This design comes from an exercise in tuning for small area on the open sky130 flow, not from production work. Only simulation tests tie the RTL to the original design; equivalence was not proved. Power figures rest on the tool's default switching activity, not on a simulated workload.

== the baseline ==
==> flow/design.v (excerpt) <==
module victim_write_buffer #(
    parameter int DEPTH  = 4,
    parameter int ADDR_W = 16,   
    parameter int LINE_W = 128,  
    localparam int CW    = $clog2(DEPTH + 1),
    localparam int PW    = $clog2(DEPTH)
) (
    input  logic              clk,
    input  logic              reset,
    input  logic              source_read,
    input  logic              source_write,
    input  logic [ADDR_W-1:0] source_addr,
    input  logic [LINE_W-1:0] source_data,
    output logic              out_resp,
    output logic [LINE_W-1:0] out_rdata,
    output logic              pmem_read,
    output logic              pmem_write,
    output logic [ADDR_W-1:0] pmem_addr,
    output logic [LINE_W-1:0] pmem_wdata,
    input  logic              pmem_resp,
    input  logic [LINE_W-1:0] pmem_rdata,
    output logic [CW-1:0]     count,
    output logic              full
);
clock: 10.0 ns
lec_check: 0
cap_margin: 20
core_margin: 2
core_utilization: 40
slew_margin: 20
run.sh (not shown) runs the stock make flow with config.mk's settings and CLKGATE_MAP_FILE= SYNTH_SCRIPT=/design/flow/synth_recipe.tcl, a recipe that flattens the netlist after the stock synthesis.
--- input diff the baseline..the candidate ---
==> flow/flow/run.sh (new file) <==
#!/bin/bash
set -e
cp standard.sh standard.sh.orig.log 2>/dev/null || true
cat >> config.mk <<'EOC'
export BUFFER_PORTS_ARGS = -buffer_cell sky130_fd_sc_hd__buf_1
EOC
bash standard.sh > standard_flow.log 2>&1
==> flow/standard.sh (new file) <==
#!/bin/bash
# synth_recipe.tcl (not shown) runs the flow's synth.tcl, then flattens the netlist and writes it again
# the make line also repeats each setting of config.mk as NAME=value (left out here)
make -C /OpenROAD-flow-scripts/flow DESIGN_CONFIG=/design/flow/config.mk WORK_HOME=/design/flow/orfs CLKGATE_MAP_FILE= SYNTH_SCRIPT=/design/flow/synth_recipe.tcl "${@:-finish}"
--- a/flow/config.mk
+++ b/flow/config.mk
@@ -10,2 +10,3 @@
 export CORE_UTILIZATION = 40
 export SLEW_MARGIN = 20
+export BUFFER_PORTS_ARGS = -buffer_cell sky130_fd_sc_hd__buf_1
removed: flow/run.sh
--- outcome ---
NOTE cell area after layout the baseline->the candidate decreased by more than 10%
Higher clock buffer instance count of the final layout among the baseline and the candidate: the candidate
Diff the baseline -> the candidate: relative slew slack moved up, final cycle utilization of the critical path now sits lower, fraction of power consumed by combinational cells dropped 7.1 points.


Another version of the RTL of victim_write_buffer (not shown whole).
For scale: ~1,400 cells after synthesis, about 23,000 µm² of cells after synthesis.
Design victim_write_buffer, start of the top module:
module victim_write_buffer #(
    parameter int DEPTH  = 4,
    parameter int ADDR_W = 16,   
    parameter int LINE_W = 128,  
    localparam int CW    = $clog2(DEPTH + 1),
    localparam int PW    = $clog2(DEPTH)
) (
    input  logic              clk,
    input  logic              reset,
    input  logic              source_read,
    input  logic              source_write,
    input  logic [ADDR_W-1:0] source_addr,
    input  logic [LINE_W-1:0] source_data,
    output logic              out_resp,
    output logic [LINE_W-1:0] out_rdata,
    output logic              pmem_read,
    output logic              pmem_write,
    output logic [ADDR_W-1:0] pmem_addr,
    output logic [LINE_W-1:0] pmem_wdata,
    input  logic              pmem_resp,
    input  logic [LINE_W-1:0] pmem_rdata,
    output logic [CW-1:0]     count,
    output logic              full
);
export LEC_CHECK = 0
export CAP_MARGIN = 20
export CORE_MARGIN = 2
export CORE_UTILIZATION = 70
export SLEW_MARGIN = 20
export SYNTH_HIERARCHICAL = 1
export BUFFER_PORTS_ARGS = -buffer_cell sky130_fd_sc_hd__buf_1
export CTS_ARGS = -sink_clustering_enable -repair_clock_nets -dont_use_dummy_load -buf_list {sky130_fd_sc_hd__clkbuf_8} -sink_clustering_size 20 -sink_clustering_max_diameter 60
create_clock -name core_clock -period 10.0 [get_ports {clk}]
standard.sh (not shown) runs the stock make flow with config.mk's settings and CLKGATE_MAP_FILE= SYNTH_SCRIPT=/design/flow/synth_recipe.tcl, a recipe that flattens the netlist after the stock synthesis.
==> flow/flow/run.sh <==
#!/bin/bash
# The standard layout (standard.sh, unchanged synthesis) with area-lean
# settings: port buffers use the smallest buffer cell, and CTS clusters the
# flip-flops under clkbuf_8 leaves without dummy loads.
set -e
cat >> config.mk <<'EOC'
export BUFFER_PORTS_ARGS = -buffer_cell sky130_fd_sc_hd__buf_1
export CTS_ARGS = -sink_clustering_enable -repair_clock_nets -dont_use_dummy_load -buf_list {sky130_fd_sc_hd__clkbuf_8} -sink_clustering_size 20 -sink_clustering_max_diameter 60
EOC
bash standard.sh > standard_flow.log 2>&1
The baseline finished clean.
Rerun with:
CORE_UTILIZATION = 60   (was 70)
Global-route usage decreases by 3.3 points.
Wire length rises by 3.8%.
Synthesized cell count does not change.
Cell area grows by 0.66%.
Die area climbs by 16%.
Worst hold slack gains 0.010 ns.
Final cell count rose by 3.9%.
Sequential cell count is unchanged.
Rerun with:
==> flow/flow/run.sh (replaced) <==
#!/bin/bash
# The standard layout (standard.sh, unchanged synthesis) with area-lean
# settings: port buffers use the smallest buffer cell, and CTS clusters the
# flip-flops under clkbuf_8 leaves without dummy loads.
set -e
cat >> config.mk <<'EOC'
export BUFFER_PORTS_ARGS = -buffer_cell sky130_fd_sc_hd__buf_1
export CTS_ARGS = -sink_clustering_enable -repair_clock_nets -dont_use_dummy_load -buf_list {sky130_fd_sc_hd__clkbuf_8} -sink_clustering_size 18 -sink_clustering_max_diameter 45
EOC
bash standard.sh > standard_flow.log 2>&1
CORE_UTILIZATION = 70   (was 60)
CTS_ARGS = -sink_clustering_enable -repair_clock_nets -dont_use_dummy_load -buf_list {sky130_fd_sc_hd__clkbuf_8} -sink_clustering_size 18 -sink_clustering_max_diameter 45   (was -sink_clustering_enable -repair_clock_nets -dont_use_dummy_load -buf_list {sky130_fd_sc_hd__clkbuf_8} -sink_clustering_size 20 -sink_clustering_max_diameter 60)
Wire length is lower by 3.2%.
Cell count goes down by 3.2%.
Critical path depth decreases by 1.
Global-route usage rose by 3.4 points.
Sequential share of layout area barely changes.


== v6 ==
Starting RTL as in the previous note.
==> flow/config.mk <==
export PLATFORM = sky130hd
export DESIGN_NAME = victim_write_buffer
export DESIGN_NICKNAME = victim_write_buffer
export VERILOG_FILES = /design/flow/design.v
export SDC_FILE = /design/flow/constraint.sdc
export NUM_CORES = 4
export LEC_CHECK = 0
export CAP_MARGIN = 20
export CORE_MARGIN = 2
export CORE_UTILIZATION = 80
export SLEW_MARGIN = 20
export SYNTH_HIERARCHICAL = 1
export BUFFER_PORTS_ARGS = -buffer_cell sky130_fd_sc_hd__buf_1
export CTS_ARGS = -sink_clustering_enable -repair_clock_nets -dont_use_dummy_load -buf_list {sky130_fd_sc_hd__clkbuf_8} -sink_clustering_size 20 -sink_clustering_max_diameter 60
==> flow/constraint.sdc <==
create_clock -name core_clock -period 10.0 [get_ports {clk}]
set_input_delay 2.0000 -clock core_clock [delete_from_list [all_inputs] [get_ports {clk}]]
set_output_delay 2.0000 -clock core_clock [all_outputs]
set_load 0.01 [all_outputs]
==> flow/flow/run.sh <==
#!/bin/bash
# The standard layout (standard.sh, unchanged synthesis) with area-lean
# settings: port buffers use the smallest buffer cell, and CTS clusters the
# flip-flops under clkbuf_8 leaves without dummy loads.
set -e
cat >> config.mk <<'EOC'
export BUFFER_PORTS_ARGS = -buffer_cell sky130_fd_sc_hd__buf_1
export CTS_ARGS = -sink_clustering_enable -repair_clock_nets -dont_use_dummy_load -buf_list {sky130_fd_sc_hd__clkbuf_8} -sink_clustering_size 20 -sink_clustering_max_diameter 60
EOC
bash standard.sh > standard_flow.log 2>&1
Both conditions hold for v6: the flow ran to the end and the final layout passed the timing, design-rule and antenna checks.
Input-level comparison between v7 and v6:
Settings: changing SLEW_MARGIN from 20 to 5; changing CORE_UTILIZATION from 80 to 70; changing CAP_MARGIN from 20 to 5.
Findings:
[compare] base=v6 new=v7: finished layout cell area held steady; highest attainable clock frequency grew by 0.0019 GHz. Power share of the combinational group: v7 vs v6 down 0.5 points. In the metrics for v6 and v7, the one carrying the higher number of vias per cell is v6. Power: v7 draws less than v6. Between v7 and v6, it is v7 whose met2 usage in global routing is lower, by 8.0 points. Cmp v7 vs v6: met3 usage lower in v7. Compared with v6, v7 shows a higher internal reg-to-reg setup slack.


xenon:
Another version of the RTL of victim_write_buffer (not shown whole).
Size: about 1400 cells after synthesis, ~560 I/O pins, ~23000 um^2 of cells after synthesis.
Settings: LEC_CHECK=0, CAP_MARGIN=20, CORE_MARGIN=2, CORE_UTILIZATION=40, SLEW_MARGIN=20, SYNTH_HIERARCHICAL=1, BUFFER_PORTS_ARGS=-buffer_cell sky130_fd_sc_hd__buf_1, CTS_ARGS=-sink_clustering_enable -repair_clock_nets -dont_use_dummy_load -buf_list {sky130_fd_sc_hd__clkbuf_8} -sink_clustering_size 20 -sink_clustering_max_diameter 60; clock period 10.0 ns.
Scripts as last shown in full above: flow/flow/run.sh
Changes in harbor relative to xenon:
==> flow/flow/run.sh <==
#!/bin/bash
# The standard layout (standard.sh, unchanged synthesis) with area-lean
# settings: port buffers use the smallest buffer cell, and CTS clusters the
# flip-flops under clkbuf_8 leaves without dummy loads.
set -e
cat >> config.mk <<'EOC'
export BUFFER_PORTS_ARGS = -buffer_cell sky130_fd_sc_hd__buf_1
export CTS_ARGS = -sink_clustering_enable -repair_clock_nets -dont_use_dummy_load -buf_list {sky130_fd_sc_hd__clkbuf_8} -sink_clustering_size 15 -sink_clustering_max_diameter 60
EOC
bash standard.sh > standard_flow.log 2>&1
-- flow/config.mk --
<<< xenon, line 12
export SYNTH_HIERARCHICAL = 1
export BUFFER_PORTS_ARGS = -buffer_cell sky130_fd_sc_hd__buf_1
export CTS_ARGS = -sink_clustering_enable -repair_clock_nets -dont_use_dummy_load -buf_list {sky130_fd_sc_hd__clkbuf_8} -sink_clustering_size 20 -sink_clustering_max_diameter 60
>>> harbor, line 12
export SYNTH_HIERARCHICAL = 1
export BUFFER_PORTS_ARGS = -buffer_cell sky130_fd_sc_hd__buf_1
export CTS_ARGS = -sink_clustering_enable -repair_clock_nets -dont_use_dummy_load -buf_list {sky130_fd_sc_hd__clkbuf_8} -sink_clustering_size 15 -sink_clustering_max_diameter 60
- Summary of harbor over xenon: sequential fraction of design power decreased 0.4 points; final design area excluding fillers went up.
- Final net count essentially unchanged between harbor and xenon.
- As far as number of primary I/O pins goes, xenon and harbor are indistinguishable; the numbers are identical.
- Comparing xenon and harbor, the lower worst ir drop on vdd is on harbor.
- xenon and harbor ended up with roughly the same switching power share of the total.
- The critical path startpoint comes out source_addr[1] in one run and source_addr[0] in the other, namely in harbor and xenon respectively.
- Worst endpoint required time: harbor vs xenon, no meaningful difference
- harbor does worse than xenon on detailed-route via count.
- Between xenon and harbor, the power density over cell area is higher for harbor.
- harbor: number of buffers created by CTS is 14% higher than what xenon reported.
- Detailed-route wire length: lower on xenon

port drivers added, routing unchanged:
The results above use ideal ports. As a check the final layouts listed here were re-extracted and re-timed, cells and wires unchanged.
Step 1 (the two cells are an assumption about what drives the block):
set clk [get_ports {clk}]
set_driving_cell -lib_cell sky130_fd_sc_hd__clkbuf_16 $clk
set_driving_cell -lib_cell sky130_fd_sc_hd__buf_2 [delete_from_list [all_inputs] $clk]
Step 2 adds t to the input delays and takes it off the output delays; t is the mean of the earliest and latest rising clock arrival at the registers after step 1. Input paths then give back, and output paths get back, about the clock's delay inside the block.
a / b / c = no drivers / after step 1 / after step 2; a / b = the first two.
run	t (ns)	setup slack, ns	hold WS [ns]
the baseline	0.662	2.098 / 2.058 / 2.058	0.605 / 0.605 / 0.605
the candidate	0.675	2.687 / 2.662 / 2.662	0.604 / 0.604 / 0.604
the first run of note 2	0.602	2.353 / 2.320 / 2.320	0.558 / 0.558 / 0.558
the second run of note 2	0.656	2.773 / 2.746 / 2.746	0.568 / 0.568 / 0.568
the third run of note 2	0.621	2.338 / 2.309 / 2.309	0.560 / 0.560 / 0.560
v6	0.606	2.197 / 2.155 / 2.155	0.570 / 0.570 / 0.570
v7	0.604	2.308 / 2.285 / 2.285	0.558 / 0.558 / 0.558
xenon	0.651	2.469 / 2.445 / 2.445	0.585 / 0.585 / 0.585
harbor	0.663	2.463 / 2.438 / 2.438	0.585 / 0.585 / 0.585
After both steps every run listed still meets setup and hold. The setup slack of v6, which loses most, moves by -0.042 ns with the drivers and by -0.042 ns with both steps.
